Background: an optimization exercise with open tools, aiming at small area and a short achievable clock period. Do not read the settings as production practice. At most, simulation tests tie the RTL to the original design; equivalence was not proved. The RTL of runs 1 and 2 was laid out without a check of its function. In every run shown here, the design's own scripts or RTL, not TritonCTS, make the clock network. The clock input has no modelled driver; a real chip could not lean on it and would need a root buffer or a full tree. Power figures rest on the tool's default switching activity, not on a simulated workload.

File: flow/config.mk
export PLATFORM = sky130hd
export DESIGN_NAME = dma_write
export DESIGN_NICKNAME = dma_write
export VERILOG_FILES = /design/flow/design.v
export SDC_FILE = /design/flow/constraint.sdc
export NUM_CORES = 4
export LEC_CHECK = 0
export CAP_MARGIN = 20
export CORE_MARGIN = 2
export CORE_UTILIZATION = 55
export SETUP_SLACK_MARGIN = 1.2
export SLEW_MARGIN = 20
File: flow/constraint.sdc
create_clock -name core_clock -period 3.2 [get_ports {s_axi4l}]
set_input_delay 0.6400 -clock core_clock [delete_from_list [all_inputs] [get_ports {s_axi4l}]]
set_output_delay 0.6400 -clock core_clock [all_outputs]
set_load 0.01 [all_outputs]
File: flow/design.v
package dma_write_pkg;
    typedef logic [4-1:0]            id_t;
    typedef logic [32-1:0]          addr_t;
    typedef logic [8-1:0]           len_t;
    typedef logic [64-1:0]          data_t;
    typedef logic [2-1:0]          resp_t;
    typedef logic [8-1:0]     issue_cnt_t;
    typedef logic [5:0]                         regadr_t;
    typedef logic [32-1:0]    axi4l_data_t;
    typedef logic [32/8-1:0]  axi4l_strb_t;
    typedef struct packed {
        id_t    id;
        addr_t  addr;
        len_t   len;
    } aw_req_t;
    typedef struct packed {
        logic   last;
        data_t  data;
    } w_beat_t;
endpackage
module dma_sync_fifo #(
    parameter int  WIDTH     = 1,
    parameter int  PTR_BITS  = 3
) (
    input  logic     s_axi4l,
    input  logic     rst,
    input  logic [WIDTH-1:0] s_data,
    input  logic     s_valid,
    output logic     s_ready,
    output logic     s_ready_next,
    output logic [WIDTH-1:0] m_data,
    output logic     m_valid,
    input  logic     m_ready
);
    localparam int DEPTH = 1 << PTR_BITS;
    logic [WIDTH-1:0]    mem [0:DEPTH-1];
    logic [DEPTH-1:0]    wr_sel;
    logic [DEPTH-1:0]    rd_sel;
    logic [PTR_BITS:0]   count;
    logic                mem_empty;
    logic                mem_full;
    logic                one_left;
    logic                one_free;
    logic                push;
    logic                load;
    logic                wr_inc;
    logic                rd_inc;
    logic                empty_next;
    logic                full_next;
    logic [WIDTH-1:0]    rd_word;
    assign s_ready = !mem_full;
    assign push    = s_valid && !mem_full;
    assign load    = !m_valid || m_ready;
    assign wr_inc  = push && !(mem_empty && load);
    assign rd_inc  = load && !mem_empty;
    always_ff @(posedge s_axi4l) begin
        for (int i = 0; i < DEPTH; i++) begin
            if (!mem_full && wr_sel[i]) begin
                mem[i] <= s_data;
            end
        end
    end
    always_comb begin
        rd_word = '0;
        for (int i = 0; i < DEPTH; i++) begin
            rd_word = rd_word | ({WIDTH{rd_sel[i]}} & mem[i]);
        end
    end
    always_ff @(posedge s_axi4l) begin
        if (rst) begin
            m_data <= '0;
        end else if (load) begin
            m_data <= mem_empty ? s_data : rd_word;
        end
    end
    assign one_left   = (count == (PTR_BITS+1)'(1));
    assign one_free   = (count == (PTR_BITS+1)'(DEPTH-1));
    assign empty_next = mem_empty ? !wr_inc : (one_left && rd_inc && !wr_inc);
    assign full_next  = mem_full  ? !rd_inc : (one_free && wr_inc && !rd_inc);
    assign s_ready_next = !full_next;
    always_ff @(posedge s_axi4l) begin
        if (rst) begin
            wr_sel    <= DEPTH'(1);
            rd_sel    <= DEPTH'(1);
            count     <= '0;
            mem_empty <= 1'b1;
            mem_full  <= 1'b0;
            m_valid   <= 1'b0;
        end else begin
            if (wr_inc) begin
                wr_sel <= {wr_sel[DEPTH-2:0], wr_sel[DEPTH-1]};
            end
            if (rd_inc) begin
                rd_sel <= {rd_sel[DEPTH-2:0], rd_sel[DEPTH-1]};
            end
            if (wr_inc && !rd_inc) begin
                count <= count + 1'b1;
            end else if (rd_inc && !wr_inc) begin
                count <= count - 1'b1;
            end
            mem_empty <= empty_next;
            mem_full  <= full_next;
            if (load) begin
                m_valid <= !mem_empty || push;
            end
        end
    end
endmodule
module dma_write_regs (
    input  logic                              s_axi4l,
    input  logic                              rst,
    input  logic [8-1:0]   axi4l_awaddr,
    input  logic                              axi4l_awvalid,
    output logic                              axi4l_awready,
    input  dma_write_pkg::axi4l_data_t        axi4l_wdata,
    input  dma_write_pkg::axi4l_strb_t        axi4l_wstrb,
    input  logic                              axi4l_wvalid,
    output logic                              axi4l_wready,
    output dma_write_pkg::resp_t              axi4l_bresp,
    output logic                              axi4l_bvalid,
    input  logic                              axi4l_bready,
    input  logic [8-1:0]   axi4l_araddr,
    input  logic                              axi4l_arvalid,
    output logic                              axi4l_arready,
    output dma_write_pkg::axi4l_data_t        axi4l_rdata,
    output dma_write_pkg::resp_t              axi4l_rresp,
    output logic                              axi4l_rvalid,
    input  logic                              axi4l_rready,
    output dma_write_pkg::aw_req_t            req,
    output logic                              req_valid,
    input  logic                              req_ready,
    output dma_write_pkg::len_t               len,
    output logic                              len_valid,
    input  logic                              len_ready,
    input  dma_write_pkg::resp_t              m_bresp,
    input  logic                              m_bvalid,
    output logic                              m_bready
);
    dma_write_pkg::id_t          reg_awid;
    dma_write_pkg::addr_t        reg_awaddr;
    dma_write_pkg::len_t         reg_awlen;
    logic         aw_pending;
    logic         len_pending;
    logic         resp_error;
    dma_write_pkg::issue_cnt_t   cnt_base;
    logic         cnt_launch;
    logic         cnt_resp;
    dma_write_pkg::issue_cnt_t   issue_cnt;
    logic         cnt_is_one;
    logic         cnt_is_max;
    logic         bready_next;
    logic         bvalid_n;        
    dma_write_pkg::regadr_t      regadr_wr;
    dma_write_pkg::regadr_t      regadr_rd;
    logic         wr_en;
    logic         rd_en;
    logic         launch;
    logic         resp_accept;
    function automatic dma_write_pkg::axi4l_data_t write_mask(
        input dma_write_pkg::axi4l_data_t org,
        input dma_write_pkg::axi4l_data_t data,
        input dma_write_pkg::axi4l_strb_t strb
    );
        dma_write_pkg::axi4l_data_t result;
        for (int i = 0; i < 32; i++) begin
            result[i] = strb[i/8] ? data[i] : org[i];
        end
        write_mask = result;
    endfunction
    assign regadr_wr = (6)'(axi4l_awaddr >> 2);
    assign regadr_rd = (6)'(axi4l_araddr >> 2);
    assign axi4l_awready = axi4l_awvalid && axi4l_wvalid && (!axi4l_bvalid || axi4l_bready);
    assign axi4l_wready  = axi4l_awready;
    assign axi4l_bresp   = '0;
    assign wr_en  = axi4l_awvalid && axi4l_wvalid && (bvalid_n || axi4l_bready);
    assign launch = wr_en && (regadr_wr == 6'h11);
    always_ff @(posedge s_axi4l) begin
        if (rst) begin
            axi4l_bvalid <= 1'b0;
            bvalid_n     <= 1'b1;
        end else if (wr_en) begin
            axi4l_bvalid <= 1'b1;
            bvalid_n     <= 1'b0;
        end else if (axi4l_bready) begin
            axi4l_bvalid <= 1'b0;
            bvalid_n     <= 1'b1;
        end
    end
    assign resp_accept    = m_bvalid && m_bready;
    assign issue_cnt = cnt_base + (8)'(cnt_launch) - (8)'(cnt_resp);
    always_comb begin
        case ({cnt_launch, cnt_resp})
            2'b10:   begin cnt_is_one = (cnt_base == '0);                         cnt_is_max = (cnt_base == (8)'(8'hfe)); end
            2'b01:   begin cnt_is_one = (cnt_base == (8)'(2));   cnt_is_max = (cnt_base == '0); end
            default: begin cnt_is_one = (cnt_base == (8)'(1));   cnt_is_max = (cnt_base == '1); end
        endcase
    end
    always_comb begin
        case ({launch, resp_accept})
            2'b10:   bready_next = !cnt_is_max;
            2'b01:   bready_next = !cnt_is_one;
            2'b11:   bready_next = 1'b1;
            default: bready_next = m_bready;
        endcase
    end
    always_ff @(posedge s_axi4l) begin
        if (rst) begin
            reg_awid    <= '0;
            reg_awaddr  <= '0;
            reg_awlen   <= '0;
            aw_pending  <= 1'b0;
            len_pending <= 1'b0;
            resp_error  <= 1'b0;
            cnt_base    <= '0;
            cnt_launch  <= 1'b0;
            cnt_resp    <= 1'b0;
            m_bready    <= 1'b0;
        end else begin
            if (req_valid && req_ready) begin
                aw_pending <= 1'b0;
            end
            if (len_valid && len_ready) begin
                len_pending <= 1'b0;
            end
            if (wr_en) begin
                case (regadr_wr)
                    6'h08: begin
                        resp_error <= 1'b0;
                    end
                    6'h10: begin
                        reg_awid <= (4)'(write_mask((32)'(reg_awid),
                                                     axi4l_wdata, axi4l_wstrb));
                    end
                    6'h11: begin
                        reg_awaddr  <= (32)'(write_mask((32)'(reg_awaddr),
                                                          axi4l_wdata, axi4l_wstrb));
                        aw_pending  <= 1'b1;
                        len_pending <= 1'b1;
                    end
                    6'h12: begin
                        reg_awlen <= (8)'(write_mask((32)'(reg_awlen),
                                                       axi4l_wdata, axi4l_wstrb));
                    end
                    default: ;
                endcase
            end
            if (resp_accept && m_bresp != '0) begin
                resp_error <= 1'b1;
            end
            cnt_base   <= issue_cnt;
            cnt_launch <= launch;
            cnt_resp   <= resp_accept;
            m_bready  <= bready_next;
        end
    end
    assign req       = {reg_awid, reg_awaddr, reg_awlen};
    assign req_valid = aw_pending;
    assign len       = reg_awlen;
    assign len_valid = len_pending;
    assign axi4l_arready = !axi4l_rvalid || axi4l_rready;
    assign axi4l_rresp   = '0;
    assign rd_en         = axi4l_arvalid && axi4l_arready;
    always_ff @(posedge s_axi4l) begin
        if (rst) begin
            axi4l_rdata <= '0;
        end else if (rd_en) begin
            case (regadr_rd)
                6'h00:   axi4l_rdata <= 32'hd3a0_0101;
                6'h08:    axi4l_rdata <= (32)'({resp_error, len_pending,
                                                                  aw_pending});
                6'h09: axi4l_rdata <= (32)'(issue_cnt);
                6'h10:      axi4l_rdata <= (32)'(reg_awid);
                6'h11:    axi4l_rdata <= (32)'(reg_awaddr);
                6'h12:     axi4l_rdata <= (32)'(reg_awlen);
                default:            axi4l_rdata <= '0;
            endcase
        end
    end
    always_ff @(posedge s_axi4l) begin
        if (rst) begin
            axi4l_rvalid <= 1'b0;
        end else if (rd_en) begin
            axi4l_rvalid <= 1'b1;
        end else if (axi4l_rready) begin
            axi4l_rvalid <= 1'b0;
        end
    end
endmodule
module dma_wlast_gen (
    input  logic                     s_axi4l,
    input  logic                     rst,
    input  dma_write_pkg::len_t      len,
    input  logic                     len_valid,
    output logic                     len_ready,
    input  dma_write_pkg::data_t     axi4s_tdata,
    input  logic                     axi4s_tvalid,
    output logic                     axi4s_tready,
    output dma_write_pkg::w_beat_t   beat,
    output logic                     beat_valid,
    input  logic                     beat_ready,
    input  logic                     beat_ready_next
);
    logic   active;
    logic   active_next;
    dma_write_pkg::len_t   remain;
    logic   last;
    logic   accept;
    assign accept = axi4s_tvalid && axi4s_tready;
    assign len_ready   = !active || (last && accept);
    assign active_next = len_ready ? len_valid : active;
    always_ff @(posedge s_axi4l) begin
        if (rst) begin
            active       <= 1'b0;
            remain       <= '0;
            last         <= 1'b0;
            axi4s_tready <= 1'b0;
        end else begin
            if (len_ready) begin
                active <= len_valid;
                remain <= len - 1'b1;
                last   <= (len == '0);
            end else if (accept) begin
                remain <= remain - 1'b1;
                last   <= (remain == '0);
            end
            axi4s_tready <= beat_ready_next && active_next;
        end
    end
    assign beat_valid   = axi4s_tvalid && active;
    assign beat         = {last, axi4s_tdata};
endmodule
module dma_write (
    input  logic                              s_axi4l,
    input  logic                              rst,
    input  logic [8-1:0]   axi4l_awaddr,
    input  logic                              axi4l_awvalid,
    output logic                              axi4l_awready,
    input  dma_write_pkg::axi4l_data_t        axi4l_wdata,
    input  dma_write_pkg::axi4l_strb_t        axi4l_wstrb,
    input  logic                              axi4l_wvalid,
    output logic                              axi4l_wready,
    output dma_write_pkg::resp_t              axi4l_bresp,
    output logic                              axi4l_bvalid,
    input  logic                              axi4l_bready,
    input  logic [8-1:0]   axi4l_araddr,
    input  logic                              axi4l_arvalid,
    output logic                              axi4l_arready,
    output dma_write_pkg::axi4l_data_t        axi4l_rdata,
    output dma_write_pkg::resp_t              axi4l_rresp,
    output logic                              axi4l_rvalid,
    input  logic                              axi4l_rready,
    input  dma_write_pkg::data_t              axi4s_tdata,
    input  logic                              axi4s_tvalid,
    output logic                              axi4s_tready,
    output dma_write_pkg::id_t                m_awid,
    output dma_write_pkg::addr_t              m_awaddr,
    output dma_write_pkg::len_t               m_awlen,
    output logic                              m_awvalid,
    input  logic                              m_awready,
    output dma_write_pkg::data_t              m_wdata,
    output logic                              m_wlast,
    output logic                              m_wvalid,
    input  logic                              m_wready,
    input  dma_write_pkg::resp_t              m_bresp,
    input  logic                              m_bvalid,
    output logic                              m_bready
);
    dma_write_pkg::aw_req_t    req;
    logic       req_valid;
    logic       req_ready;
    dma_write_pkg::aw_req_t    aw_out;
    dma_write_pkg::len_t       len;
    logic       len_valid;
    logic       len_ready;
    dma_write_pkg::len_t       lfifo_len;
    logic       lfifo_valid;
    logic       lfifo_ready;
    dma_write_pkg::w_beat_t    beat;
    logic       beat_valid;
    logic       beat_ready;
    logic       beat_ready_next;
    dma_write_pkg::w_beat_t    w_out;
    dma_write_regs i_regs (
        .s_axi4l, .rst,
        .axi4l_awaddr, .axi4l_awvalid, .axi4l_awready,
        .axi4l_wdata, .axi4l_wstrb, .axi4l_wvalid, .axi4l_wready,
        .axi4l_bresp, .axi4l_bvalid, .axi4l_bready,
        .axi4l_araddr, .axi4l_arvalid, .axi4l_arready,
        .axi4l_rdata, .axi4l_rresp, .axi4l_rvalid, .axi4l_rready,
        .req, .req_valid, .req_ready,
        .len, .len_valid, .len_ready,
        .m_bresp, .m_bvalid, .m_bready
    );
    dma_sync_fifo #(.WIDTH(4 + 32 + 8), .PTR_BITS(3)) i_aw_fifo (
        .s_axi4l, .rst,
        .s_data(req), .s_valid(req_valid), .s_ready(req_ready), .s_ready_next(),
        .m_data(aw_out), .m_valid(m_awvalid), .m_ready(m_awready)
    );
    dma_sync_fifo #(.WIDTH(8), .PTR_BITS(3)) i_len_fifo (
        .s_axi4l, .rst,
        .s_data(len), .s_valid(len_valid), .s_ready(len_ready), .s_ready_next(),
        .m_data(lfifo_len), .m_valid(lfifo_valid), .m_ready(lfifo_ready)
    );
    dma_wlast_gen i_wlast_gen (
        .s_axi4l, .rst,
        .len(lfifo_len), .len_valid(lfifo_valid), .len_ready(lfifo_ready),
        .axi4s_tdata, .axi4s_tvalid, .axi4s_tready,
        .beat, .beat_valid, .beat_ready, .beat_ready_next
    );
    dma_sync_fifo #(.WIDTH(1 + 64), .PTR_BITS(4)) i_w_fifo (
        .s_axi4l, .rst,
        .s_data(beat), .s_valid(beat_valid), .s_ready(beat_ready), .s_ready_next(beat_ready_next),
        .m_data(w_out), .m_valid(m_wvalid), .m_ready(m_wready)
    );
    assign m_awid   = aw_out.id;
    assign m_awaddr = aw_out.addr;
    assign m_awlen  = aw_out.len;
    assign m_wdata  = w_out.data;
    assign m_wlast  = w_out.last;
endmodule
File: flow/flow/run.sh
#!/bin/bash
# Own layout flow: the standard ORFS flow with two changes:
#  * plain buf_2 cells as the port buffers (buffer_ports would pick delay cells);
#  * a two-level clock tree (flow/manual_tree.tcl) in place of TritonCTS: the
#    clock port feeds 4 root clkbuf_16 beside it, each root feeds the leaf
#    clkbuf_16 of one quarter of the die, each leaf a balanced group of sinks.
# ORFS's scripts are copied into the work folder and cts.tcl is replaced by
# flow/cts.tcl, which differs only in calling manual_tree.tcl.
# Each tool's full output goes to a log file in this folder (make_flow.log,
# and ORFS's own per-step logs under orfs/logs).
set -euo pipefail
W=$(pwd)
rm -rf "$W/orfs_scripts"
cp -r "$FLOW_HOME/scripts" "$W/orfs_scripts"
cp "$W/flow/cts.tcl" "$W/flow/manual_tree.tcl" "$W/orfs_scripts/"
export MANUAL_CTS=1 MT_CLK_PORT=s_axi4l MT_ROOT_DEPTH=2 MT_LEAF_DEPTH=4
export MT_ROOT_BUF=sky130_fd_sc_hd__clkbuf_16 MT_LEAF_BUF=sky130_fd_sc_hd__clkbuf_16
bash standard.sh "SCRIPTS_DIR=$W/orfs_scripts" \
  "BUFFER_PORTS_ARGS=-buffer_cell sky130_fd_sc_hd__buf_2" finish > make_flow.log 2>&1
File: flow/flow/cts.tcl
utl::set_metrics_stage "cts__{}"
source $::env(SCRIPTS_DIR)/load.tcl
source $::env(SCRIPTS_DIR)/lec_check.tcl
erase_non_stage_variables cts
load_design 3_place.odb 3_place.sdc
source_step_tcl PRE CTS

# Clone clock tree inverters next to register loads
# so cts does not try to buffer the inverted clocks.
repair_clock_inverters

proc save_progress { stage } {
  puts "Run 'make gui_$stage.odb' to load progress snapshot"
  orfs_write_db $::env(RESULTS_DIR)/$stage.odb
  orfs_write_sdc $::env(RESULTS_DIR)/$stage.sdc
}

# Run CTS
set cts_args [list \
  -sink_clustering_enable \
  -repair_clock_nets]

append_env_var cts_args CTS_BUF_DISTANCE -distance_between_buffers 1
append_env_var cts_args CTS_CLUSTER_SIZE -sink_clustering_size 1
append_env_var cts_args CTS_CLUSTER_DIAMETER -sink_clustering_max_diameter 1
append_env_var cts_args CTS_BUF_LIST -buf_list 1
append_env_var cts_args CTS_LIB_NAME -library 1


if { [env_var_exists_and_non_empty CTS_ARGS] } {
  set cts_args $::env(CTS_ARGS)
}

set_dont_use $::env(DONT_USE_CELLS)

if { [env_var_exists_and_non_empty MANUAL_CTS] } {
  # two-level clock tree built by manual_tree.tcl in place of TritonCTS
  source $::env(SCRIPTS_DIR)/manual_tree.tcl
  mt_build $::env(MT_CLK_PORT) \
    $::env(MT_ROOT_DEPTH) $::env(MT_LEAF_DEPTH) $::env(MT_ROOT_BUF) $::env(MT_LEAF_BUF)
} else {
  log_cmd clock_tree_synthesis {*}$cts_args
}

utl::push_metrics_stage "cts__{}__pre_repair_timing"
log_cmd estimate_parasitics -placement
if { $::env(DETAILED_METRICS) } {
  report_metrics 4 "cts pre-repair-timing"
}
utl::pop_metrics_stage

set_placement_padding -global \
  -left $::env(CELL_PAD_IN_SITES_DETAIL_PLACEMENT) \
  -right $::env(CELL_PAD_IN_SITES_DETAIL_PLACEMENT)

set result [catch { detailed_placement } msg]
if { $result != 0 } {
  save_progress 4_1_error
  error "Detailed placement failed in CTS: $msg"
}

log_cmd estimate_parasitics -placement

if { $::env(CTS_SNAPSHOTS) } {
  save_progress 4_1_pre_repair_hold_setup
}

if { !$::env(SKIP_CTS_REPAIR_TIMING) } {
  if { $::env(EQUIVALENCE_CHECK) } {
    write_eqy_verilog 4_before_rsz.v
  }
  if { $::env(LEC_CHECK) } {
    write_lec_verilog 4_before_rsz_lec.v
  }

  repair_timing_helper

  if { $::env(EQUIVALENCE_CHECK) } {
    run_equivalence_test
  }
  if { $::env(LEC_CHECK) } {
    write_lec_verilog 4_after_rsz_lec.v
    run_lec_test 4_rsz 4_before_rsz_lec.v 4_after_rsz_lec.v
  }

  set result [catch { detailed_placement } msg]
  if { $result != 0 } {
    save_progress 4_1_error
    error "Detailed placement failed in CTS: $msg"
  }

  check_placement -verbose
}

report_metrics 4 "cts final"

source_step_tcl POST CTS

orfs_write_db $::env(RESULTS_DIR)/4_1_cts.odb
orfs_write_sdc $::env(RESULTS_DIR)/4_cts.sdc
File: flow/flow/manual_tree.tcl
# Manual two-level clock tree: the clock port drives NROOT root buffers placed
# beside it; each root drives the leaf buffers of one region; each leaf buffer
# drives a balanced group of clock sinks (found by recursive bisection).
proc mt_bisect {items depth} {
  # items: list of {x y payload}; returns list of groups (2^depth)
  if {$depth == 0} { return [list $items] }
  set xs [lmap i $items {lindex $i 0}]
  set ys [lmap i $items {lindex $i 1}]
  set w [expr {[tcl::mathfunc::max {*}$xs] - [tcl::mathfunc::min {*}$xs]}]
  set h [expr {[tcl::mathfunc::max {*}$ys] - [tcl::mathfunc::min {*}$ys]}]
  set k [expr {$w >= $h ? 0 : 1}]
  set sorted [lsort -real -index $k $items]
  set n [llength $sorted]
  set half [expr {$n / 2}]
  set a [lrange $sorted 0 [expr {$half - 1}]]
  set b [lrange $sorted $half end]
  return [concat [mt_bisect $a [expr {$depth - 1}]] [mt_bisect $b [expr {$depth - 1}]]]
}

proc mt_centroid {items} {
  set sx 0.0; set sy 0.0
  foreach i $items { set sx [expr {$sx + [lindex $i 0]}]; set sy [expr {$sy + [lindex $i 1]}] }
  set n [llength $items]
  return [list [expr {int($sx / $n)}] [expr {int($sy / $n)}]]
}

proc mt_build {clk_port root_depth leaf_depth root_master leaf_master} {
  set block [ord::get_db_block]
  set db [ord::get_db]
  set rmaster [$db findMaster $root_master]
  set lmaster [$db findMaster $leaf_master]
  set clknet [$block findNet $clk_port]
  set bterm [$block findBTerm $clk_port]
  set pxy [$bterm getFirstPinLocation]
  set px [lindex $pxy 1]; set py [lindex $pxy 2]
  set sinks {}
  foreach it [$clknet getITerms] {
    set inst [$it getInst]
    set loc [$inst getLocation]
    lappend sinks [list [lindex $loc 0] [lindex $loc 1] $it]
  }
  puts "manual tree: [llength $sinks] sinks, port at $px $py"
  # leaf groups
  set groups [mt_bisect $sinks [expr {$root_depth + $leaf_depth}]]
  set nleaf_per_root [expr {1 << $leaf_depth}]
  # move the port's clock net aside: the port keeps net clknet, which will feed only the roots
  set li 0
  set leaves {}
  foreach g $groups {
    set c [mt_centroid $g]
    set name "cts_leaf_$li"
    set inst [odb::dbInst_create $block $lmaster $name]
    $inst setLocation [lindex $c 0] [lindex $c 1]
    $inst setPlacementStatus PLACED
    set net [odb::dbNet_create $block "clknet_leaf_$li"]
    $net setSigType CLOCK
    foreach s $g {
      set it [lindex $s 2]
      $it disconnect
      $it connect $net
    }
    [$inst findITerm X] connect $net
    lappend leaves [list [lindex $c 0] [lindex $c 1] $inst]
    incr li
  }
  # root groups: consecutive leaves share a root (bisection order keeps them close)
  for {set r 0} {$r < (1 << $root_depth)} {incr r} {
    set name "cts_root_$r"
    set inst [odb::dbInst_create $block $rmaster $name]
    $inst setLocation $px $py
    $inst setPlacementStatus PLACED
    set net [odb::dbNet_create $block "clknet_root_$r"]
    $net setSigType CLOCK
    for {set j [expr {$r * $nleaf_per_root}]} {$j < ($r + 1) * $nleaf_per_root} {incr j} {
      set linst [lindex [lindex $leaves $j] 2]
      [$linst findITerm A] connect $net
    }
    [$inst findITerm X] connect $net
    [$inst findITerm A] connect $clknet
  }
  $clknet setSigType CLOCK
}
File: flow/standard.sh
#!/bin/bash
# synth_recipe.tcl (not shown) runs the flow's synth.tcl, then flattens the netlist and writes it again
# the make line also repeats each setting of config.mk as NAME=value (left out here)
make -C /OpenROAD-flow-scripts/flow DESIGN_CONFIG=/design/flow/config.mk WORK_HOME=/design/flow/orfs CLKGATE_MAP_FILE= SYNTH_SCRIPT=/design/flow/synth_recipe.tcl "${@:-finish}"
==> summary.txt, run 1 <==
Status
  • Status: complete, no violations

Power and ir drop
  • Comb power frac: 2.3%
  • Psw: 7.14 mW
  • Register share of total power: 69.0%
  • Leak Pwr: 23.6 nW
  • P_int: 28.8 mW
  • Worst vdd ir: 2850 uV
  • Clock share of power: 28.7%
  • P per Cell Area: 501 nW/um2
  • Sw frac: 19.9%
  • Pwr Total: 36.0 mW

Critical path
  • Worst Setup End Kind: register
  • Setup crit start kind: register
  • Critical Path AT: 2670 ps
  • Worst r2r path cells: 11
  • Crit-path max FO: 2
  • Kind of critical path: register to register
  • Critical Path RT: 3680 ps

GRT
  • All-Layer GR Usage: 29.8%
  • Vias in the first global route: 37375
  • Global-route wire length before repair: 264 mm
  • Initial antenna violation count: 21
  • Pin count of the biggest net entering global routing: 90
  • Gr ovfl total: 0

Synthesis
  • Post-synth EDFFs: 1456
  • Register area share after synthesis: 77.3%
  • Post-Syn Area: 64500 um2
  • Cells after synthesis: 4197
  • Largest cells by area after synthesis: edfxtp_1 68%, dfxtp_1 9.5%, a22oi_1 3.8%, a22o_1 2.4%, a221oi_1 2.4%
  • Yosys top cell by area: edfxtp_1
  • Synth Register Bits: 1763
  • Post-synth top area share: 67.7%
  • Post-synth cell types: 66
  • Synth async-reset ratio: 0%
  • Synth Flop Type: edfxtp_1
  • YS warnings: 8
  • Synthesized area per cell: 15.4 um2

Clock network
  • Worst-Skew Late Latency: 580 ps
  • Clock transition at path regs: 120 ps
  • Hold_buf cts: 0

Floorplan
  • Core area: 116000 um2
  • Boundary pin count: 283
  • Site row count: 125
  • Chip Height: 347 um
  • Die area: 120000 um2
  • Initial core utilization: 55.5%
  • Chip Width: 347 um

Cells and area
  • Area of the multi-input gates: 13900 um2
  • Most common cell after layout, fill and taps aside: edfxtp_1
  • Most frequent cells in the layout: 1456 x edfxtp_1, 327 x a22oi_1, 271 x dfxtp_1
  • Post-layout util: 61.7%
  • Sequential cell area: 50000 um2
  • Share of layout cells above drive strength 1: 15.5%
  • Layout fillers: 8677
  • Area growth syn-to-layout: 11.2%
  • Cell Count, Final, Fillers Out: 5981
  • Final net count: 4613

Worst hold path
  • Hold Path Stages: 3
  • Min-delay worst type: input pin to register

Route
  • Iteration-0 DRC Markers: 5082
  • Vias post-DR: 39551
  • Post-DR vias/cell: 6.61
  • Total wire length: 189 mm
  • DRT Pass-1 Iters: 6
  • Routed Antenna Nets: 0
  • WL/cell: 31.6 um
  • DRC: 0

STA
  • Slew headroom: 28.4%
  • RSZ-0062 raised after global routing: yes
  • Final Critical Period: 2190 ps
  • Clock Skew: 83.3 ps
  • Worst-Margin Slew: 1070 ps
  • Setup violators final: 0
  • Final-report max-slew violation count: 0
  • Worst hold slack: 291 ps
  • Sum Neg Setup Slack: 0 ps
  • Max Clk Rate: 0.457 GHz
  • Period utilization: 68.4%
  • Endpoints failing hold: 0

Placed design
  • HPWL reported at the end of detailed placement: 91.8 mm
  • Final RePlAce weighted congestion: 0.803
  • Inst Count DP: 5836
  • # port buffers: 274

Flow run
  • Max-Cap Viols: 0
final timing paths:
| check | start | slack [ps] | to |
|---|---|---|---|
| hold reg to reg | i_regs.axi4l_rdata[14] | 460 | i_regs.axi4l_rdata[14] |
| setup / recovery | i_regs.cnt_base[0] | 1010 | i_regs.axi4l_rdata[6] |
| hold / removal | axi4l_arvalid | 290 | i_regs.axi4l_rvalid |
| setup reg to reg | i_regs.cnt_base[0] | 1010 | i_regs.axi4l_rdata[6] |
worst max-delay path, cell delays in order (launching register included):
cell     delay (ps)
dfxtp_2         350
inv_2            50
ha_4            230
inv_2            60
ha_4            130
inv_2            40
fa_2            340
nor2b_2         140
o311a_1         220
mux2_4          320
o21ai_2         130
a31oi_1          90
metal layers:
layer  global-route usage, %  share of wire (%)  routed length [um]
met5                       0              0.081                 152
met4                    5.35                2.2                4080
met2                    50.8                 49               92700
met3                    3.56                8.8               16600
met1                    41.9                 40               75300
registers in the layout, indices dropped and copies added, names as in the netlist, 4 cells and up:
| register | count |
|---|---|
| i_aw_fifo.mem | 352 |
| i_len_fifo.m_data | 8 |
| i_w_fifo.rd_sel | 16 |
| i_w_fifo.count | 5 |
| i_aw_fifo.m_data | 44 |
| i_aw_fifo.count | 4 |
| i_regs.reg_awid | 4 |
| i_regs.reg_awaddr | 32 |
| i_wlast_gen.remain | 8 |
| i_regs.reg_awlen | 8 |
| i_len_fifo.rd_sel | 8 |
| i_w_fifo.m_data | 65 |
| i_w_fifo.wr_sel | 16 |
| i_len_fifo.wr_sel | 8 |
| i_len_fifo.mem | 64 |
| i_w_fifo.mem | 1040 |
| i_aw_fifo.wr_sel | 8 |
| i_aw_fifo.rd_sel | 8 |
| i_regs.cnt_base | 8 |
| i_len_fifo.count | 4 |
| i_regs.axi4l_rdata | 32 |
power groups by stage:
stage	Clock, mW	Combinational, mW	Sequential [mW]
after global routing	11.1	0.896	24.8
final	10.3	0.820	24.8
after global placement	0	0.743	25.4
after floorplan	0	0.316	25.4
after detailed placement	0	0.761	25.4
after CTS	7.65	0.809	25.4
metrics by stage:
step / instance area [um2] / worst slack (ps)
global route: 71800 / 931
detailed placement: 68400 / 425
floorplan: 64700 / 669
finish: 71800 / 1010
CTS: 71200 / 871
global placement: 68400 / 448
cell families after synthesis:
group	share of synthesized area (%)
flops	77.3
other cells	0.00581
xor+xnor	0.231
mux	0.671
buf+inv	2.15
fa+ha+maj	0.574
compound gates	13.3
simple gates	5.81
cell type report:
| class | count | area share, % |
|---|---|---|
| antenna | 4 | 0.0139 |
| buffer | 68 | 2.37 |
| inverter | 73 | 0.392 |
| multi-input combinational | 2079 | 19.4 |
| sequential | 1763 | 69.6 |
| tap | 1524 | 2.66 |
| timing repair buffer | 470 | 5.59 |
timing repair:
item / in CTS / in global routing
buffers inserted: 37 / 30
gates resized for setup: 156 / 28
setup endpoints to repair: 213 / 112
pin swaps: 104 / 16
gates cloned: 6 / 0
synth_stat cells, types with 28 or more instances:
library cell and instances:
nand3_1 270, a21oi_1 235, dfxtp_1 307, o21ai_0 98, inv_1 70, a221oi_1 177
a22oi_1 327, edfxtp_1 1456, nor2b_1 45, buf_1 46, mux2i_1 41, nor2_1 142
clkbuf_1 224, a31oi_1 72, a222oi_1 55, ha_1 28, a22o_1 179, nand2_1 261
==> run 2: changes to the inputs <==
--- a/flow/design.v
+++ b/flow/design.v
@@ -22,3 +22,4 @@
     parameter int  WIDTH     = 1,
-    parameter int  PTR_BITS  = 3
+    parameter int  PTR_BITS  = 3,
+    parameter bit  CLEAR_DATA = 1'b0
 ) (
@@ -69,3 +70,3 @@
     always_ff @(posedge s_axi4l) begin
-        if (rst) begin
+        if (CLEAR_DATA && rst) begin
             m_data <= '0;
@@ -144,6 +145,7 @@
     logic         resp_error;
-    dma_write_pkg::issue_cnt_t   cnt_base;
-    logic         cnt_launch;
-    logic         cnt_resp;
     dma_write_pkg::issue_cnt_t   issue_cnt;
+    dma_write_pkg::issue_cnt_t   cnt_plus;
+    dma_write_pkg::issue_cnt_t   cnt_minus;
+    dma_write_pkg::issue_cnt_t   cnt_plus_inc;
+    dma_write_pkg::issue_cnt_t   cnt_minus_dec;
     logic         cnt_is_one;
@@ -189,9 +191,17 @@
     assign resp_accept    = m_bvalid && m_bready;
-    assign issue_cnt = cnt_base + (8)'(cnt_launch) - (8)'(cnt_resp);
+    assign cnt_is_one = (issue_cnt == (8)'(1));
+    assign cnt_is_max = (issue_cnt == '1);
     always_comb begin
-        case ({cnt_launch, cnt_resp})
-            2'b10:   begin cnt_is_one = (cnt_base == '0);                         cnt_is_max = (cnt_base == (8)'(8'hfe)); end
-            2'b01:   begin cnt_is_one = (cnt_base == (8)'(2));   cnt_is_max = (cnt_base == '0); end
-            default: begin cnt_is_one = (cnt_base == (8)'(1));   cnt_is_max = (cnt_base == '1); end
-        endcase
+        logic ones;
+        logic zeros;
+        for (int i = 0; i < 8; i++) begin
+            ones  = 1'b1;
+            zeros = 1'b1;
+            for (int j = 0; j < i; j++) begin
+                ones  = ones & cnt_plus[j];
+                zeros = zeros & !cnt_minus[j];
+            end
+            cnt_plus_inc[i]  = cnt_plus[i] ^ ones;
+            cnt_minus_dec[i] = cnt_minus[i] ^ zeros;
+        end
     end
@@ -213,5 +223,5 @@
             resp_error  <= 1'b0;
-            cnt_base    <= '0;
-            cnt_launch  <= 1'b0;
-            cnt_resp    <= 1'b0;
+            issue_cnt   <= '0;
+            cnt_plus    <= (8)'(1);
+            cnt_minus   <= '1;
             m_bready    <= 1'b0;
@@ -249,5 +259,15 @@
             end
-            cnt_base   <= issue_cnt;
-            cnt_launch <= launch;
-            cnt_resp   <= resp_accept;
+            case ({launch, resp_accept})
+                2'b10: begin
+                    issue_cnt <= cnt_plus;
+                    cnt_plus  <= cnt_plus_inc;
+                    cnt_minus <= issue_cnt;
+                end
+                2'b01: begin
+                    issue_cnt <= cnt_minus;
+                    cnt_plus  <= issue_cnt;
+                    cnt_minus <= cnt_minus_dec;
+                end
+                default: ;
+            endcase
             m_bready  <= bready_next;
@@ -263,5 +283,3 @@
     always_ff @(posedge s_axi4l) begin
-        if (rst) begin
-            axi4l_rdata <= '0;
-        end else if (rd_en) begin
+        if (rd_en) begin
             case (regadr_rd)
@@ -409,3 +427,3 @@
     );
-    dma_sync_fifo #(.WIDTH(1 + 64), .PTR_BITS(4)) i_w_fifo (
+    dma_sync_fifo #(.WIDTH(1 + 64), .PTR_BITS(4), .CLEAR_DATA(1'b1)) i_w_fifo (
         .s_axi4l, .rst,
==> summary.txt, run 2 <==
Route
  • Total wire length: 186 mm (was 189 mm)
  • Routed Antenna Nets: 0 (unchanged)
  • DRT Pass-1 Iters: 8 (was 6)
  • Iteration-0 DRC Markers: 4230 (was 5082)
  • Post-DR vias/cell: 6.62 (was 6.61)
  • DRC: 0 (unchanged)
  • WL/cell: 32.1 um (was 31.6 um)
  • Vias post-DR: 38353 (was 39551)

Synthesis
  • Synth async-reset ratio: 0% (unchanged)
  • Post-synth top area share: 70.1% (was 67.7%)
  • Count leader, synth: edfxtp_1 (unchanged)
  • Synth Flop Type: edfxtp_1 (unchanged)
  • YS warnings: 8 (unchanged)
  • Synthesized area per cell: 16.9 um2 (was 15.4 um2)
  • Register area share after synthesis: 77.3% (about the same)
  • Cells after synthesis: 3906 (was 4197)
  • Largest cells by area after synthesis: edfxtp_1 70%, dfxtp_1 7.2%, a221oi_1 3.5%, a22o_1 3.5%, a22oi_1 2.4% (was edfxtp_1 68%, dfxtp_1 9.5%, a22oi_1 3.8%, a22o_1 2.4%, a221oi_1 2.4%)
  • Post-synth cell types: 74 (was 66)
  • Post-synth EDFFs: 1540 (was 1456)
  • Synth Register Bits: 1777 (was 1763)
  • Yosys top cell by area: edfxtp_1 (unchanged)
  • Post-Syn Area: 66000 um2 (was 64500 um2)
  • Commonest cells in the synthesized netlist: 1540 x edfxtp_1, 262 x a221oi_1, 262 x a22o_1, 237 x dfxtp_1, 211 x a22oi_1 (was 1456 x edfxtp_1, 327 x a22oi_1, 307 x dfxtp_1, 270 x nand3_1, 261 x nand2_1)

Critical path
  • Kind of critical path: register to register (unchanged)
  • Worst r2r path cells: 9 (was 11)
  • Reg2reg end: i_wlast_gen.remain[2] (was i_regs.axi4l_rdata[6])
  • Crit path cell chain: a21boi_4 -> nor2_4 -> mux2i_1 -> ha_2 -> buf_6 -> nor2_1 -> a21oi_1 -> nor2_1 -> a2111oi_2 (was inv_2 -> ha_4 -> inv_2 -> ha_4 -> inv_2 -> fa_2 -> nor2b_2 -> o311a_1 -> mux2_4 -> o21ai_2 -> a31oi_1)
  • Critical Path RT: 3660 ps (was 3680 ps)
  • Slowest CP cell: dfxtp_4 (was dfxtp_2)
  • Worst R2R Setup Slack: 1210 ps (was 1010 ps)
  • Most common cell on crit path: nor2_1 (was inv_2)
  • CP max stage delay: 380 ps (was 350 ps)
  • Reg-to-Reg Start: i_wlast_gen.active (was i_regs.cnt_base[0])
  • Worst setup startpoint: i_wlast_gen.active (was i_regs.cnt_base[0])
  • Crit-path max FO: 7 (was 2)
  • Worst Setup End Kind: register (unchanged)
  • Setup crit start kind: register (unchanged)
  • Critical Path AT: 2450 ps (was 2670 ps)

Placed design
  • HPWL reported at the end of detailed placement: 93.9 mm (was 91.8 mm)
  • Final RePlAce weighted congestion: 0.791 (was 0.803)
  • # port buffers: 274 (unchanged)

STA
  • Sum Neg Setup Slack: 0 ps (unchanged)
  • Endpoints failing hold: 0 (unchanged)
  • Clock Skew: 44.4 ps (was 83.3 ps)
  • Slew headroom: 35.7% (was 28.4%)
  • RSZ-0062 raised after global routing: yes (unchanged)
  • Period utilization: 62.1% (was 68.4%)
  • Final Critical Period: 1990 ps (was 2190 ps)
  • Max Clk Rate: 0.503 GHz (was 0.457 GHz)
  • Final-report max-slew violation count: 0 (unchanged)
  • Setup violators final: 0 (unchanged)
  • Worst-Margin Slew: 963 ps (was 1070 ps)

Cells and area
  • Area growth syn-to-layout: 11.3% (was 11.2%)
  • Layout fillers: 8925 (was 8677)
  • Most common cell after layout, fill and taps aside: edfxtp_1 (unchanged)
  • Most frequent cells in the layout: 1540 x edfxtp_1, 265 x buf_2, 262 x a22o_1 (was 1456 x edfxtp_1, 327 x a22oi_1, 271 x dfxtp_1)
  • Sequential cell area: 51100 um2 (was 50000 um2)
  • Post-layout util: 61.5% (was 61.7%)
  • Max FFs per register: 1040 (unchanged)
  • Biggest registers after layout: i_w_fifo.mem (1040), i_aw_fifo.mem (352), i_w_fifo.m_data (65) (unchanged)
  • Area of the multi-input gates: 14500 um2 (was 13900 um2)
  • Final net count: 4338 (was 4613)
  • Biggest register: i_w_fifo.mem (unchanged)
  • Share of layout cells above drive strength 1: 18.0% (was 15.5%)

GRT
  • Initial antenna violation count: 21 (unchanged)
  • Gr ovfl total: 0 (unchanged)
  • Pin count of the biggest net entering global routing: 94 (was 90)
  • Vias in the first global route: 37111 (was 37375)
  • All-Layer GR Usage: 29.4% (was 29.8%)
  • Global-route wire length before repair: 264 mm (about the same)

Worst hold path
  • Min-delay worst type: input pin to register (unchanged)
  • Hold Path Stages: 3 (unchanged)
  • Hold Path End: i_regs.reg_awaddr[19] (was i_regs.axi4l_rvalid)
  • Min-delay src: axi4l_wdata[19] (was axi4l_arvalid)

Floorplan
  • Core area: 119000 um2 (was 116000 um2)
  • Die area: 123000 um2 (was 120000 um2)
  • Site row count: 127 (was 125)
  • Initial core utilization: 55.2% (was 55.5%)
  • Chip Height: 350 um (was 347 um)
  • Chip Width: 350 um (was 347 um)
  • Boundary pin count: 283 (unchanged)

Clock network
  • Worst-Skew Late Latency: 560 ps (was 580 ps)
  • Hold_buf cts: 0 (unchanged)
  • Clock transition at path regs: 110 ps (was 120 ps)

Power and ir drop
  • Worst vdd ir: 2950 uV (was 2850 uV)
  • Pwr Total: 36.4 mW (was 36.0 mW)
  • P per Cell Area: 496 nW/um2 (was 501 nW/um2)
  • Leak Pwr: 24.5 nW (was 23.6 nW)

Status
  • Status: complete, no violations (unchanged)

Flow run
  • Max-Cap Viols: 0 (unchanged)
-- run 2: cell count changes after synthesis, sizes merged, moves of 70 or more --
cell | before | now
nand3 | 271 | 2
nand2 | 261 | 97
a22oi | 327 | 211
a21oi | 235 | 126
o21ai | 98 | 24
a221oi | 177 | 262
edfxtp | 1456 | 1540
a22o | 179 | 262
dfxtp | 307 | 237
-- run 2: routing by layer --
| layer | part of all wire (%) | track usage, % | vias to the layer above | routed length [um] |
|---|---|---|---|---|
| li1 | - | - | 16451 | - |
| met1 | 40 | 41.2 | 20167 | 74600 |
| met2 | 50 | 50.5 | 1507 | 92900 |
| met3 | 7.2 | 2.69 | 210 | 13500 |
| met4 | 2.5 | 6.40 | 18 | 4730 |
| met5 | 0.059 | 0 | - | 110 |
-- run 2: kinds of logic after synthesis --
group	synth area share, %
compound gates	12.9
other cells	0.00568
flops	77.3
xor+xnor	0.186
fa+ha+maj	0.550
simple gates	4.96
buf+inv	1.85
mux	2.24
-- run 2: final cells by class --
| type | count | area share, % |
|---|---|---|
| diodes | 4 | 0.0136 |
| plain buffers | 68 | 2.32 |
| inverters | 38 | 0.201 |
| multi-input cells | 1824 | 19.8 |
| flip-flops and latches | 1777 | 69.5 |
| well taps | 1612 | 2.75 |
| repair buffers | 471 | 5.40 |
-- run 2: per-stage QoR --
stage / area (um2) / setup slack (ps) / hold WS [ps] / std cells
after CTS: 73100 / 982 / 460 / 5779
after detailed placement: 70100 / 402 / 460 / 5651
after floorplan: 66200 / 668 / 440 / 3909
final: 73500 / 1210 / 301 / 5794
after global routing: 73500 / 1110 / 288 / 5791
after global placement: 70100 / 414 / 455 / 5651
-- run 2: critical path: cells and delay by family, from the launching register on --
| family | cells | cell delay [ps] |
|---|---|---|
| adders and majority gates | 1 | 240 |
| DFF | 1 | 380 |
| AOI/OAI and AO/OA | 3 | 630 |
| muxes | 1 | 250 |
| buffers and inverters | 1 | 120 |
| and+or+nand+nor | 3 | 260 |
-- run 2: how the worst max path moves through the flow --
stage	cells past startpoint	slack, ps	end
3_3_place_gp	9	410	i_wlast_gen.remain[6]
5_1_grt	9	1110	i_wlast_gen.remain[2]
6_report	9	1210	i_wlast_gen.remain[2]
2_1_floorplan	9	670	i_aw_fifo.count[3]
4_1_cts	10	980	i_regs.cnt_plus[7]
3_5_place_dp	9	400	i_wlast_gen.remain[6]
-- run 2: what timing repair did --
| action | 4_1_cts | 5_1_grt |
|---|---|---|
| setup buffers | 50 | 11 |
| resized for setup | 166 | 36 |
| setup endpoints to repair | 351 | 22 |
| gates cloned | 10 | 0 |
| pin swaps | 56 | 7 |
-- run 2: power breakdown --
part	internal [mW]	total (mW)	leakage (nW)	switching (mW)
Sequential	25.1	25.2	16.3	0.0670
Combinational	0.330	0.883	7.38	0.553
Clock	3.78	10.4	0.838	6.60
Total	29.2	36.4	24.5	7.22
==> run 3: changes to the inputs <==
--- a/flow/design.v
+++ b/flow/design.v
@@ -22,4 +22,3 @@
     parameter int  WIDTH     = 1,
-    parameter int  PTR_BITS  = 3,
-    parameter bit  CLEAR_DATA = 1'b0
+    parameter int  PTR_BITS  = 3
 ) (
@@ -70,5 +69,3 @@
     always_ff @(posedge s_axi4l) begin
-        if (CLEAR_DATA && rst) begin
-            m_data <= '0;
-        end else if (load) begin
+        if (load) begin
             m_data <= mem_empty ? s_data : rd_word;
@@ -427,3 +424,3 @@
     );
-    dma_sync_fifo #(.WIDTH(1 + 64), .PTR_BITS(4), .CLEAR_DATA(1'b1)) i_w_fifo (
+    dma_sync_fifo #(.WIDTH(1 + 64), .PTR_BITS(4)) i_w_fifo (
         .s_axi4l, .rst,
--- a/flow/config.mk
+++ b/flow/config.mk
@@ -10,3 +10,3 @@
 export CORE_UTILIZATION = 55
-export SETUP_SLACK_MARGIN = 1.2
+export SETUP_SLACK_MARGIN = 1.4
 export SLEW_MARGIN = 20
==> summary.txt, run 3 <==
Status
  • Status: complete, no violations (unchanged)

STA
  • Setup violators final: 0 (unchanged)
  • Clock Skew: 71.6 ps (was 44.4 ps)
  • Worst hold slack: 295 ps (was 301 ps)
  • RSZ-0062 raised after global routing: yes (unchanged)
  • Period utilization: 61.6% (was 62.1%)
  • Worst-Margin Slew: 929 ps (was 963 ps)
  • Final-report max-slew violation count: 0 (unchanged)
  • Final Critical Period: 1970 ps (was 1990 ps)
  • Sum Neg Setup Slack: 0 ps (unchanged)
  • Endpoints failing hold: 0 (unchanged)
  • Slew headroom: 38.0% (was 35.7%)
  • Max Clk Rate: 0.507 GHz (was 0.503 GHz)

Synthesis
  • Largest cells by area after synthesis: edfxtp_1 74%, dfxtp_1 5.3%, a221oi_1 3.5%, a22o_1 3.5%, a22oi_1 2.5% (was edfxtp_1 70%, dfxtp_1 7.2%, a221oi_1 3.5%, a22o_1 3.5%, a22oi_1 2.4%)
  • Cells after synthesis: 3659 (was 3906)
  • Commonest cells in the synthesized netlist: 1605 x edfxtp_1, 264 x a221oi_1, 261 x a22o_1, 220 x a22oi_1, 172 x dfxtp_1 (was 1540 x edfxtp_1, 262 x a221oi_1, 262 x a22o_1, 237 x dfxtp_1, 211 x a22oi_1)
  • Synthesized area per cell: 17.8 um2 (was 16.9 um2)
  • YS warnings: 8 (unchanged)
  • Yosys top cell by area: edfxtp_1 (unchanged)
  • Post-synth top area share: 73.9% (was 70.1%)
  • Post-synth cell types: 68 (was 74)
  • Post-synth EDFFs: 1605 (was 1540)
  • Post-Syn Area: 65200 um2 (was 66000 um2)
  • Count leader, synth: edfxtp_1 (unchanged)
  • Synth async-reset ratio: 0% (unchanged)
  • Register area share after synthesis: 79.2% (was 77.3%)
  • Synth Flop Type: edfxtp_1 (unchanged)
  • Synth Register Bits: 1777 (unchanged)

Cells and area
  • Share of layout cells above drive strength 1: 28.5% (was 18.0%)
  • Sequential cell area: 51800 um2 (was 51100 um2)
  • Most common cell after layout, fill and taps aside: edfxtp_1 (unchanged)
  • Area growth syn-to-layout: 17.8% (was 11.3%)
  • Most frequent cells in the layout: 1605 x edfxtp_1, 261 x a22o_1, 251 x buf_2 (was 1540 x edfxtp_1, 265 x buf_2, 262 x a22o_1)
  • Layout fillers: 7838 (was 8925)
  • Final net count: 4279 (was 4338)
  • Biggest registers after layout: i_w_fifo.mem (1040), i_aw_fifo.mem (352), i_w_fifo.m_data (65) (unchanged)
  • Cell Count, Final, Fillers Out: 5668 (was 5794)
  • Area of the multi-input gates: 14700 um2 (was 14500 um2)
  • Max FFs per register: 1040 (unchanged)
  • Final instance area: 76800 um2 (was 73500 um2)
  • Biggest register: i_w_fifo.mem (unchanged)

Critical path
  • Worst R2R Setup Slack: 1230 ps (was 1210 ps)
  • Critical Path RT: 3470 ps (was 3660 ps)
  • Setup crit start kind: register (unchanged)
  • Worst r2r path cells: 7 (was 9)
  • Kind of critical path: register to register (unchanged)
  • Crit-path max FO: 8 (was 7)
  • Worst Setup End Kind: register (unchanged)
  • Reg-to-Reg Start: i_w_fifo.rd_sel[0] (was i_wlast_gen.active)
  • Critical Path AT: 2240 ps (was 2450 ps)
  • Reg2reg end: i_w_fifo.m_data[26] (was i_wlast_gen.remain[2])

Clock network
  • Worst-Skew Late Latency: 580 ps (was 560 ps)
  • Hold_buf cts: 0 (unchanged)
  • Clock transition at path regs: 110 ps (about the same)

Placed design
  • # port buffers: 274 (unchanged)
  • HPWL reported at the end of detailed placement: 87.2 mm (was 93.9 mm)
  • Inst Count DP: 5345 (was 5651)
  • Post-DP Area: 69100 um2 (was 70100 um2)
  • Final RePlAce weighted congestion: 0.783 (was 0.791)

Power and ir drop
  • Psw: 7.02 mW (was 7.22 mW)
  • Leak Pwr: 25.7 nW (was 24.5 nW)
  • Worst vdd ir: 2860 uV (was 2950 uV)
  • Sw frac: 19.3% (was 19.8%)
  • Comb power frac: 2.1% (was 2.4%)
  • Clock share of power: 28.3% (was 28.5%)
  • Pwr Total: 36.3 mW (was 36.4 mW)
  • P per Cell Area: 473 nW/um2 (was 496 nW/um2)
  • Register share of total power: 69.6% (was 69.1%)
  • P_int: 29.3 mW (was 29.2 mW)

GRT
  • Initial antenna violation count: 27 (was 21)
  • Gr ovfl total: 0 (unchanged)
  • All-Layer GR Usage: 31.4% (was 29.4%)
  • Global-route wire length before repair: 272 mm (was 264 mm)
  • Pin count of the biggest net entering global routing: 89 (was 94)
  • Vias in the first global route: 37197 (was 37111)

Floorplan
  • Die area: 121000 um2 (was 123000 um2)
  • Boundary pin count: 283 (unchanged)
  • Initial core utilization: 55.4% (was 55.2%)
  • Chip Height: 348 um (was 350 um)
  • Core area: 118000 um2 (was 119000 um2)
  • Site row count: 126 (was 127)
  • Chip Width: 348 um (was 350 um)

Route
  • Routed Antenna Nets: 0 (unchanged)
  • Total wire length: 201 mm (was 186 mm)
  • Post-DR vias/cell: 6.79 (was 6.62)
  • Iteration-0 DRC Markers: 4624 (was 4230)
  • Vias post-DR: 38492 (was 38353)
  • DRC: 0 (unchanged)
  • DRT Pass-1 Iters: 5 (was 8)
  • WL/cell: 35.5 um (was 32.1 um)

Flow run
  • Max-Cap Viols: 0 (unchanged)

Worst hold path
  • Hold Path End: i_regs.bvalid_n (was i_regs.reg_awaddr[19])
  • Min-delay src: axi4l_bready (was axi4l_wdata[19])
  • Min-delay worst type: input pin to register (unchanged)
  • Hold Path Stages: 3 (unchanged)
run 3: changes by cell type in the layout (fill, tap and decap cells not counted), moves of 65 or more:
cell      change
nand4_1      +67
a221oi_2    +195
a21o_1       -65
and4_1       -65
edfxtp_1     +65
a21oi_1      -65
dfxtp_1      -73
a221oi_1    -196
run 3: how the worst max path moves through the flow:
stage,start,to,slack [ps],cells after the start
6_report,i_w_fifo.rd_sel[0],i_w_fifo.m_data[26],1230,7
5_1_grt,i_regs.bvalid_n,i_regs.cnt_plus[7],1190,10
4_1_cts,axi4l_bready,i_regs.cnt_plus[7],880,11
3_5_place_dp,axi4s_tvalid,i_wlast_gen.remain[4],320,9
3_3_place_gp,axi4l_awaddr[4],i_regs.cnt_plus[5],420,8
2_1_floorplan,m_wready,i_w_fifo.count[3],330,11
run 3: layout make-up:
class / instances / area share, %
multi-input combinational: 1624 / 19.1
antenna: 13 / 0.0423
tap: 1536 / 2.50
buffer: 68 / 2.21
timing repair buffer: 622 / 8.63
inverter: 28 / 0.150
sequential: 1777 / 67.4
run 3: timing repair:
item,4_1_cts,5_1_grt
gates cloned,29,18
pin swaps,106,89
buffers inserted,137,58
setup endpoints to repair,435,1069
resized for setup,373,226
run 3: through the flow:
stage	setup WS (ps)	utilization, %
final	1230	65.2
after global routing	1190	65.2
after CTS	884	63.7
after detailed placement	318	58.7
after global placement	415	58.7
after floorplan	331	-
run 3: per-layer routing:
metal / vias to the layer above / share of wire, % / global-route usage [%]
met2: 2125 / 49 / 53.4
met5: - / 0.071 / 0
met1: 19968 / 37 / 42.0
met4: 22 / 5.4 / 11.1
met3: 435 / 9.3 / 4.19
li1: 15942 / - / -
run 3: critical path, cell delays in order, from the launching register on:
cell and delay [ps]:
dfxtp_4 370, buf_12 160, buf_6 130, buf_16 150, a22o_1 220, a221oi_2 200
nand4_1 130, mux2_4 300
run 3: logic make-up after synthesis:
kind of cell | Yosys count | synth area share [%]
xor gates and xnor gates | 11 | 0.148
buffers and inverters | 262 | 1.69
DFF | 1777 | 79.2
and+or+nand+nor | 472 | 3.84
adders and majority gates | 29 | 0.556
AOI/OAI and AO/OA | 890 | 11.0
muxes | 217 | 3.56
other | 1 | 0.00575
run 3: power by group through the flow:
stage	clock network [mW]	registers, mW	logic [mW]
after detailed placement	0	25.8	0.659
after CTS	7.67	25.8	0.733
after floorplan	0	25.9	0.237
final	10.3	25.3	0.770
after global routing	11.1	25.3	0.828
after global placement	0	25.8	0.630
==> run 4: changes to the inputs <==
--- a/flow/config.mk
+++ b/flow/config.mk
@@ -10,3 +10,3 @@
 export CORE_UTILIZATION = 55
-export SETUP_SLACK_MARGIN = 1.4
+export SETUP_SLACK_MARGIN = 1.2
 export SLEW_MARGIN = 20
==> summary.txt, run 4 <==
STA
  • Slew headroom: 33.0% (was 38.0%)
  • Max Clk Rate: 0.500 GHz (was 0.507 GHz)
  • Final-report max-slew violation count: 0 (unchanged)
  • Final setup margin: 1200 ps (was 1230 ps)
  • Worst-Margin Slew: 1000 ps (was 929 ps)
  • RSZ-0062 raised after global routing: yes (unchanged)
  • Endpoints failing hold: 0 (unchanged)
  • Setup violators final: 0 (unchanged)
  • Period utilization: 62.5% (was 61.6%)
  • Clock Skew: 87.0 ps (was 71.6 ps)
  • Sum Neg Setup Slack: 0 ps (unchanged)
  • Final Critical Period: 2000 ps (was 1970 ps)
  • Worst hold slack: 297 ps (was 295 ps)

Route
  • Total wire length: 187 mm (was 201 mm)
  • Post-DR vias/cell: 6.76 (was 6.79)
  • WL/cell: 33.8 um (was 35.5 um)
  • Routed Antenna Nets: 0 (unchanged)
  • Vias post-DR: 37454 (was 38492)
  • DRC: 0 (unchanged)
  • Iteration-0 DRC Markers: 4716 (was 4624)
  • DRT Pass-1 Iters: 6 (was 5)

GRT
  • GR Layer Usage met2: 51.1% (was 53.4%)
  • All-Layer GR Usage: 29.7% (was 31.4%)
  • M3 GR Usage: 3.27% (was 4.19%)
  • Gr ovfl total: 0 (unchanged)
  • Initial antenna violation count: 26 (was 27)
  • Met1 Resource Use GR: 40.9% (was 42.0%)
  • Pin count of the biggest net entering global routing: 147 (was 89)
  • GRT busiest layer: met2 (unchanged)
  • Vias in the first global route: 36471 (was 37197)
  • Global-route wire length before repair: 261 mm (was 272 mm)

Critical path
  • Crit path cell chain: buf_6 -> buf_16 -> a22o_1 -> a221oi_1 -> nand4_1 -> mux2_2 (was buf_12 -> buf_6 -> buf_16 -> a22o_1 -> a221oi_2 -> nand4_1 -> mux2_4)
  • Critical Path AT: 2290 ps (was 2240 ps)
  • Critical Path RT: 3490 ps (was 3470 ps)
  • Worst R2R Setup Slack: 1200 ps (was 1230 ps)
  • CP max stage delay: 390 ps (was 370 ps)
  • Kind of critical path: register to register (unchanged)
  • Crit-path max FO: 12 (was 8)
  • Slowest CP cell: dfxtp_4 (unchanged)
  • Setup crit start kind: register (unchanged)
  • Worst Setup End Kind: register (unchanged)

Synthesis
  • Post-synth EDFFs: 1605 (unchanged)
  • Cells after synthesis: 3659 (unchanged)
  • Commonest cells in the synthesized netlist: 1605 x edfxtp_1, 264 x a221oi_1, 261 x a22o_1, 220 x a22oi_1, 172 x dfxtp_1 (unchanged)
  • Post-synthesis adder-cell area fraction: 0.556% (unchanged)
  • Post-synth top area share: 73.9% (unchanged)
  • Post-synth cell types: 68 (unchanged)
  • YS warnings: 8 (unchanged)
  • Largest cells by area after synthesis: edfxtp_1 74%, dfxtp_1 5.3%, a221oi_1 3.5%, a22o_1 3.5%, a22oi_1 2.5% (unchanged)
  • Synth async-reset ratio: 0% (unchanged)
  • Synth Register Bits: 1777 (unchanged)
  • Synth Flop Type: edfxtp_1 (unchanged)
  • Post-Syn Area: 65200 um2 (unchanged)
  • Simple-gate area share of the yosys netlist: 3.84% (unchanged)
  • Count leader, synth: edfxtp_1 (unchanged)
  • Register area share after synthesis: 79.2% (unchanged)
  • Largest family of logic cells by synthesized area: compound AO/OA/AOI/OAI gates (unchanged)
  • Compound-gate portion of the synthesized area: 11.0% (unchanged)
  • Mux share of post-synthesis cell area: 3.56% (unchanged)
  • Yosys top cell by area: edfxtp_1 (unchanged)
  • Synthesized area per cell: 17.8 um2 (unchanged)
  • Post-Synth XOR/XNOR Area: 0.148% (unchanged)

Clock network
  • Worst-Skew Late Latency: 580 ps (about the same)
  • Hold_buf cts: 0 (unchanged)
  • Clock transition at path regs: 110 ps (about the same)

Floorplan
  • Boundary pin count: 283 (unchanged)
  • Initial core utilization: 55.4% (unchanged)
  • Site row count: 126 (unchanged)
  • Chip Height: 348 um (unchanged)
  • Chip Width: 348 um (unchanged)
  • Core area: 118000 um2 (unchanged)
  • Die area: 121000 um2 (unchanged)

Cells and area
  • Area of the multi-input gates: 13200 um2 (was 14700 um2)
  • Biggest register: i_w_fifo.mem (unchanged)
  • Most frequent cells in the layout: 1605 x edfxtp_1, 270 x buf_2, 261 x a22o_1 (was 1605 x edfxtp_1, 261 x a22o_1, 251 x buf_2)
  • Biggest registers after layout: i_w_fifo.mem (1040), i_aw_fifo.mem (352), i_w_fifo.m_data (65) (unchanged)
  • Area growth syn-to-layout: 12.0% (was 17.8%)
  • Max FFs per register: 1040 (unchanged)
  • Cell Count, Final, Fillers Out: 5543 (was 5668)
  • Final net count: 4159 (was 4279)
  • Layout fillers: 8362 (was 7838)
  • Most common cell after layout, fill and taps aside: edfxtp_1 (unchanged)
  • Share of layout cells above drive strength 1: 21.1% (was 28.5%)
  • Sequential cell area: 51700 um2 (was 51800 um2)

Power and ir drop
  • Leak Pwr: 24.0 nW (was 25.7 nW)
  • P per Cell Area: 496 nW/um2 (was 473 nW/um2)
  • Worst vdd ir: 2830 uV (was 2860 uV)

Flow run
  • Max-Cap Viols: 0 (unchanged)

Placed design
  • Final RePlAce weighted congestion: 0.789 (was 0.783)
  • HPWL reported at the end of detailed placement: 88.4 mm (was 87.2 mm)
  • # port buffers: 274 (unchanged)
  • Inst Count DP: 5347 (was 5345)
  • Post-place setup slack: 182 ps (was 318 ps)

Status
  • Status: complete, no violations (unchanged)

Worst hold path
  • Min-delay worst type: input pin to register (unchanged)
## run 4: metrics by stage
step / area, um2 / power [mW] / utilization, %
after global routing: 73000 / 37.2 / 62.0
after detailed placement: 69100 / 26.5 / 58.7
after CTS: 72100 / 34.2 / 61.2
after global placement: 69100 / 26.4 / 58.7
final: 73000 / 36.2 / 62.0
after floorplan: 65500 / 26.1 / -
## run 4: final cells by class
type / instances / area share, %
sequential: 1777 / 70.8
multi-input combinational: 1623 / 18.1
timing repair buffer: 503 / 5.91
tap: 1536 / 2.63
buffer: 68 / 2.33
inverter: 28 / 0.158
antenna: 8 / 0.0274
## run 4: metal layers
metal / up-vias / routed length, um / part of all wire [%]
li1: 15649 / - / -
met1: 19675 / 72300 / 39
met2: 1836 / 93000 / 50
met3: 274 / 15900 / 8.5
met4: 20 / 5790 / 3.1
met5: - / 122 / 0.065
## run 4: timing repair
action / CTS / global route
pin swaps: 41 / 11
gates cloned: 6 / 3
gates resized for setup: 82 / 73
endpoints found under the setup margin: 198 / 122
buffers inserted: 64 / 47
## run 4: cell families (layout without fill, tap and decap cells)
kind of cell	count (synthesis)	count (layout)
AND/OR/NAND/NOR	472	472
flip-flops	1777	1777
XOR/XNOR	11	11
multiplexers	217	217
AO/OA/AOI/OAI	890	890
other	1	12
buffers and inverters	262	599
adder cells (fa/ha/maj)	29	29
## run 4: final timing paths
path	from	end	depth (start not counted)
setup / recovery	i_w_fifo.rd_sel[0]	i_w_fifo.m_data[57]	6
hold reg to reg	i_w_fifo.wr_sel[7]	i_w_fifo.wr_sel[8]	2
hold / removal	axi4l_arvalid	i_regs.axi4l_rvalid	3
setup reg to reg	i_w_fifo.rd_sel[0]	i_w_fifo.m_data[57]	6
## run 4: worst max-delay path: cells and delay by family, from the launching register on
family / cells / cell delay (ps)
and+or+nand+nor: 1 / 130
AOI/OAI and AO/OA: 2 / 540
DFF: 1 / 390
muxes: 1 / 280
buffers and inverters: 2 / 360
## run 4: power breakdown
| part | internal [mW] | switching (mW) |
|---|---|---|
| clock | 3.79 | 6.48 |
| combinational | 0.256 | 0.443 |
| sequential | 25.2 | 0.0595 |
==> run 5: changes to the inputs <==
--- a/flow/config.mk
+++ b/flow/config.mk
@@ -9,3 +9,4 @@
 export CORE_MARGIN = 2
-export CORE_UTILIZATION = 55
+export CORE_UTILIZATION = 65
+export PLACE_DENSITY = 0.72
 export SETUP_SLACK_MARGIN = 1.2
==> summary.txt, run 5 <==
Route
  • DRT Pass-1 Iters: 6 (unchanged)
  • Vias post-DR: 37355 (was 37454)
  • WL/cell: 31.9 um (was 33.8 um)
  • Routed Antenna Nets: 0 (unchanged)
  • Iteration-0 DRC Markers: 5109 (was 4716)

STA
  • Final Critical Period: 2020 ps (was 2000 ps)
  • Slew headroom: 29.3% (was 33.0%)
  • Worst hold slack: 300 ps (was 297 ps)
  • Max Clk Rate: 0.496 GHz (was 0.500 GHz)
  • Setup violators final: 0 (unchanged)
  • Final-report max-slew violation count: 0 (unchanged)
  • Worst-Margin Slew: 1060 ps (was 1000 ps)
  • Clock Skew: 74.1 ps (was 87.0 ps)

Cells and area
  • Post-layout util: 72.6% (was 62.0%)
  • Layout fillers: 5907 (was 8362)
  • Biggest register: i_w_fifo.mem (unchanged)
  • Max FFs per register: 1040 (unchanged)

Power and ir drop
  • Leak Pwr: 23.8 nW (was 24.0 nW)
  • P_int: 29.3 mW (about the same)
  • P per Cell Area: 498 nW/um2 (was 496 nW/um2)
  • Register share of total power: 70.0% (was 69.8%)
  • Clock share of power: 28.1% (was 28.3%)
  • Sw frac: 19.0% (was 19.3%)

Critical path
  • Reg2reg end: i_regs.cnt_plus[7] (was i_w_fifo.m_data[57])
  • Worst r2r path cells: 9 (was 6)
  • Worst setup startpoint: i_regs.cnt_plus[0] (was i_w_fifo.rd_sel[0])
  • Critical Path AT: 2460 ps (was 2290 ps)
  • Worst R2R Setup Slack: 1180 ps (was 1200 ps)
  • Worst Setup End Kind: register (unchanged)
  • Crit-path max FO: 2 (was 12)

Synthesis
  • Yosys top cell by area: edfxtp_1 (unchanged)
  • Synth Register Bits: 1777 (unchanged)
  • Synthesized area per cell: 17.8 um2 (unchanged)
  • Post-synth top area share: 73.9% (unchanged)
  • Commonest cells in the synthesized netlist: 1605 x edfxtp_1, 264 x a221oi_1, 261 x a22o_1, 220 x a22oi_1, 172 x dfxtp_1 (unchanged)

Floorplan
  • Boundary pin count: 283 (unchanged)
  • Chip Height: 321 um (was 348 um)
  • Chip Width: 321 um (was 348 um)
  • Core area: 99700 um2 (was 118000 um2)

Clock network
  • Worst-Skew Late Latency: 570 ps (was 580 ps)
  • Clock transition at path regs: 110 ps (about the same)

Worst hold path
  • Min-delay worst type: input pin to register (unchanged)
  • Hold Path End: i_regs.axi4l_rvalid (unchanged)
  • Min-delay src: axi4l_arvalid (unchanged)

Status
  • Status: complete, no violations (unchanged)

Placed design
  • Final RePlAce weighted congestion: 0.843 (was 0.789)

Flow run
  • Max-Cap Viols: 0 (unchanged)

GRT
  • Initial antenna violation count: 19 (was 26)
  • Global-route wire length before repair: 242 mm (was 261 mm)
==> run 5: how the worst max path moves through the flow <==
stage,cells after the start,slack (ps),end
floorplan,11,330,i_w_fifo.count[3]
global placement,8,390,i_regs.cnt_plus[1]
detailed placement,8,300,i_regs.cnt_plus[6]
CTS,10,950,i_regs.cnt_plus[6]
global route,9,1130,i_regs.cnt_plus[7]
finish,9,1180,i_regs.cnt_plus[7]
==> run 5: routing by layer <==
layer / part of all wire, % / global-route usage, % / wire length [um] / vias up
li1: - / - / - / 15647
met1: 37 / 43.2 / 61800 / 19173
met2: 50 / 54.9 / 84800 / 2169
met3: 9.7 / 4.14 / 16400 / 340
met4: 3.6 / 9.48 / 6010 / 26
met5: 0.090 / 0 / 152 / -
==> run 5: what timing repair did <==
| action | 4_1_cts | 5_1_grt |
|---|---|---|
| resized for setup | 122 | 36 |
| gates cloned | 1 | 0 |
| hold buffers | 0 | 0 |
| setup buffers | 43 | 60 |
| setup endpoints to repair | 268 | 222 |
| pin swaps | 40 | 7 |
==> run 5: critical path: stages (launching register included) <==
cell and delay [ps]:
dfxtp_4 360, ha_1 190, ha_2 190, ha_2 180
ha_2 180, ha_2 190, ha_4 170, a22o_1 200
a22oi_2 160, nor2_1 60
==> run 5: layout make-up <==
cell class	instances	area, um2	share of cell area (%)
flip-flops and latches	1777	51700	71.4
multi-input cells	1623	13000	18.0
plain buffers	68	1700	2.35
inverters	28	118	0.162
repair buffers	506	4220	5.83
diodes	6	15.0	0.0207
well taps	1298	1620	2.24
==> run 5: metrics by stage <==
step,worst slack (ps),cells
after CTS,946,5240
final,1180,5306
after detailed placement,304,5128
after global placement,393,5128
after floorplan,331,3662
after global routing,1130,5303
==> run 5: power by group through the flow <==
stage	Combinational (mW)	Sequential, mW	Clock [mW]
6_report	0.682	25.3	10.1
4_1_cts	0.673	25.8	7.67
5_1_grt	0.739	25.3	10.9
3_3_place_gp	0.619	25.8	0
3_5_place_dp	0.652	25.8	0
2_1_floorplan	0.237	25.9	0
==> run 5: cell families after synthesis <==
kind of cell / synth area share, %
mux: 3.56
fa+ha+maj: 0.556
buf+inv: 1.69
xor+xnor: 0.148
other cells: 0.00575
compound gates: 11.0
flops: 79.2
simple gates: 3.84

static timing again, ports no longer ideal:
How much do the figures lean on ideal ports? The routed layouts below were timed once more, with nothing changed but the port constraints.
Step 1, drivers: a clkbuf_16 drives s_axi4l and a buf_2 each remaining input, both assumed.
Step 2, shift: input delay + t, output delay - t, t = (earliest + latest rising clock arrival at the registers) / 2. This alone moves slack from input paths to output paths.
Slacks: ideal / step 1 / step 2; pairs: ideal / step 1.
run | shift t [ns] | setup slack, ns | hold WS [ns] | worst slew at a driven data input, ns | pins driven straight from the clock port
run 1 | 0.594 | 1.011 / 1.011 / 0.835 | 0.291 / 0.267 / 0.457 | 0.14 | 4
run 2 | 0.595 | 1.213 / 1.213 / 0.890 | 0.301 / 0.271 / 0.474 | 0.15 | 4
run 3 | 0.599 | 1.228 / 1.215 / 0.802 | 0.295 / 0.291 / 0.477 | 0.14 | 4
run 4 | 0.593 | 1.201 / 1.196 / 0.739 | 0.297 / 0.265 / 0.474 | 0.16 | 4
run 5 | 0.591 | 1.183 / 1.183 / 0.926 | 0.300 / 0.268 / 0.473 | 0.18 | 4
After both steps every run listed still meets setup and hold. The setup slack of run 4, which loses most, moves by -0.005 ns with the drivers and by -0.462 ns with both steps.
